What follows belongs to an exercise in optimizing a design on an open flow for a short achievable clock period and few clock cycles; a production flow would make more cautious choices.
Function was checked by simulation only, so behaviour that the tests miss may differ from the original.
Power figures rest on the tool's default switching activity, not on a simulated workload.

## gamma
// ooo_top
module ooo_top (
  input  logic        clock,
  input  logic        reset,
  input  logic        dispatch_valid,
  input  logic [2:0]  dispatch_kind,
  input  logic [2:0]  dispatch_dest,
  input  logic [2:0]  dispatch_src_a,
  input  logic [2:0]  dispatch_src_b,
  input  logic        dispatch_use_imm,
  input  logic [31:0] dispatch_imm,
  output logic        dispatch_ready,
  output logic        commit_valid,
  output logic [2:0]  commit_dest,
  output logic [31:0] commit_value
);
  typedef struct packed {
    logic        is_mul;
    logic [3:0]  k;        
    logic [2:0]  dest;
    logic [7:0]  dest_oh;
    logic [2:0]  src_a;
    logic [2:0]  src_b;
    logic        use_imm;
    logic [31:0] imm;
  } op_t;
  typedef struct packed {
    logic pf;
    logic r1;
    logic r2;
    logic r3;
    logic n1;
    logic n2;
    logic n3;
  } sel_t;
  logic        reset_q;
  op_t         in_op;
  op_t         nx_op;
  logic        accept;
  logic        q0_v;
  logic        q1_v;
  op_t         q0;
  op_t         q1;
  ...
export LEC_CHECK = 0
export CAP_MARGIN = 40
export CELL_PAD_IN_SITES_DETAIL_PLACEMENT = 1
export CELL_PAD_IN_SITES_GLOBAL_PLACEMENT = 2
export CORE_MARGIN = 2
export CORE_UTILIZATION = 30
export GPL_TIMING_DRIVEN = 1
export PLACE_DENSITY = 0.45
export SLEW_MARGIN = 50
create_clock -name core_clock -period 11.0 [get_ports {clock}]
standard.sh (not shown) runs the stock make flow with config.mk's settings and CLKGATE_MAP_FILE= SYNTH_SCRIPT=/design/flow/synth_recipe.tcl, a recipe that flattens the netlist after the stock synthesis.
==> flow/flow/run.sh <==
#!/bin/bash
set -euo pipefail
bash standard.sh SETUP_SLACK_MARGIN=7.5 finish > standard_flow.log 2>&1
Testbench counts of gamma, summed over its fixed seeds: cycles 4,948.
[inputs] epsilon vs gamma
--- a/flow/design.v
+++ b/flow/design.v
@@ -2289,14 +2289,15 @@
   sel_t        st_e2a;
   sel_t        st_e2b;
   sel_t        st_e3a;
   sel_t        st_e3b;
   logic [31:0] pa2;
   logic [31:0] pb2;
   logic [31:0] st_val;
+  logic [31:0] st_w;
   logic        s3_v;
   logic        s3_e;
   logic        s3_l1;
   logic        s3_x;
   logic        s3_mul;
   logic        s3_live;
   logic [3:0]  s3_k;
@@ -2304,21 +2305,23 @@
   logic [7:0]  s3_dest_oh;
   sel_t        s3_e3a;
   sel_t        s3_e3b;
   logic [31:0] pa3;
   logic [31:0] pb3;
   logic [31:0] s3_val;
   logic [31:0] r2_val;
+  logic [31:0] r2_w;
   logic        s4_v;
   logic        s4_x;
   logic        s4_live;
   logic [2:0]  s4_dest;
   logic [7:0]  s4_dest_oh;
   logic [31:0] s4_val;
   logic [31:0] r3_val;
+  logic [31:0] r3_w;
   logic        c_v;
   logic [2:0]  c_dest;
   logic [31:0] c_val;
   logic        stall;
   logic        issue;
   logic        ir_free;
   logic        iss_e;
@@ -2508,35 +2511,35 @@
     end else begin
       we1 <= iss_e ? ir.dest_oh : 8'd0;
       we2 <= (st_v && st_l1) ? st_dest_oh : 8'd0;
       we3 <= (s3_v && s3_x && s3_live) ? s3_dest_oh : 8'd0;
     end
   end
   function automatic logic [31:0] upda(input logic [31:0] x, input logic [2:0] src);
-    upda = we1[src] ? st_val : we2[src] ? r2_val : we3[src] ? r3_val : x;
+    upda = we1[src] ? st_w : we2[src] ? r2_w : we3[src] ? r3_w : x;
   endfunction
   function automatic logic [31:0] updb(input logic [31:0] x, input logic [2:0] src,
                                        input logic use_imm, input logic sub);
     if (use_imm) begin
       updb = x;
     end else begin
-      updb = we1[src] ? st_val ^ {32{sub}} : we2[src] ? r2_val ^ {32{sub}}
-           : we3[src] ? r3_val ^ {32{sub}} : x;
+      updb = we1[src] ? st_w ^ {32{sub}} : we2[src] ? r2_w ^ {32{sub}}
+           : we3[src] ? r3_w ^ {32{sub}} : x;
     end
   endfunction
   always_comb begin
     for (int r = 0; r < 8; r++) begin
       if (reset_q) begin
         rf_nx[r] = '0;
       end else if (we1[r]) begin
-        rf_nx[r] = st_val;
+        rf_nx[r] = st_w;
       end else if (we2[r]) begin
-        rf_nx[r] = r2_val;
+        rf_nx[r] = r2_w;
       end else if (we3[r]) begin
-        rf_nx[r] = r3_val;
+        rf_nx[r] = r3_w;
       end else begin
         rf_nx[r] = rf[r];
       end
     end
   end
   always_ff @(posedge clock) begin
     for (int r = 0; r < 8; r++) begin
@@ -2607,32 +2610,35 @@
     st_use_imm <= ir.use_imm;
     st_imm     <= ir.imm;
     st_e2a     <= e2a;
     st_e2b     <= e2b;
     st_e3a     <= e3a;
     st_e3b     <= e3b;
     st_val     <= alu_res;
+    st_w       <= iss_e ? alu_res : 32'd0;
     s3_e       <= st_e;
     s3_l1      <= st_l1;
     s3_x       <= st_x;
     s3_mul     <= st_x && !st_l2;
     s3_live    <= !(issue && ir.dest == st_dest);
     s3_k       <= st_k;
     s3_dest    <= st_dest;
     s3_dest_oh <= st_dest_oh;
     s3_e3a     <= st_e3a;
     s3_e3b     <= st_e3b;
-    s3_val     <= st_val;
+    s3_val     <= st_w;
     r2_val     <= l1_res;
+    r2_w       <= st_l1 ? l1_res : 32'd0;
     s4_x       <= s3_x;
     s4_live    <= s3_live;
     s4_dest    <= s3_dest;
     s4_dest_oh <= s3_dest_oh;
-    s4_val     <= s3_e ? s3_val : r2_val;
+    s4_val     <= s3_e ? s3_val : r2_w;
     r3_val     <= s3_mul ? prod : l2_res;
+    r3_w       <= s3_x ? (s3_mul ? prod : l2_res) : 32'd0;
     c_dest     <= s4_dest;
-    c_val      <= s4_x ? r3_val : s4_val;
+    c_val      <= s4_x ? r3_w : s4_val;
   end
   assign commit_valid = c_v;
   assign commit_dest  = c_dest;
   assign commit_value = c_val;
 endmodule
--- outcome ---
Register area share after synthesis up 1.6 points in epsilon wrt gamma
Critical path depth for epsilon: 1 up relative to gamma
| hold slack | epsilon vs gamma | 3.1 ps higher |
epsilon vs gamma, routed length on met1 went down by about 3.6%.
The final reports for epsilon and gamma show share of total power in combinational logic lower in the former.
Compared with gamma, epsilon shows net count after synthesis that has gone up slightly.
Comparing epsilon and gamma, worst clock skew is lower on gamma.
Testbench counts of epsilon, summed over its fixed seeds: cycles 4,948.

-- what the ideal ports hide --
In the flow no input, the clock included, has a driving cell. The finished layouts below were timed again as built, in two steps.
Step 1, drivers: a clkbuf_16 drives clock and a buf_2 each remaining input, both assumed.
Step 2 times the ports against the registers' clock, not the clock port: input delays grow and output delays shrink by t, the midpoint of the rising clock arrivals with the driver on.
Three values: ideal, step 1, step 2; two values: the first two.
| run | shift t [ns] | slack for setup (ns) | worst setup path at the end | clock arrival spread, ns | cell pins on the clock port's net |
|---|---|---|---|---|---|
| gamma | 0.942 | 7.407 / 7.407 / 7.040 | input to register | 0.039 / 0.038 | 1 |
| epsilon | 0.953 | 7.196 / 7.196 / 6.735 | input to register | 0.080 / 0.081 | 1 |
After both steps every run listed still meets setup and hold. For epsilon, which loses most, drivers alone change the setup slack by 0.000 ns; drivers and shift together by -0.461 ns.
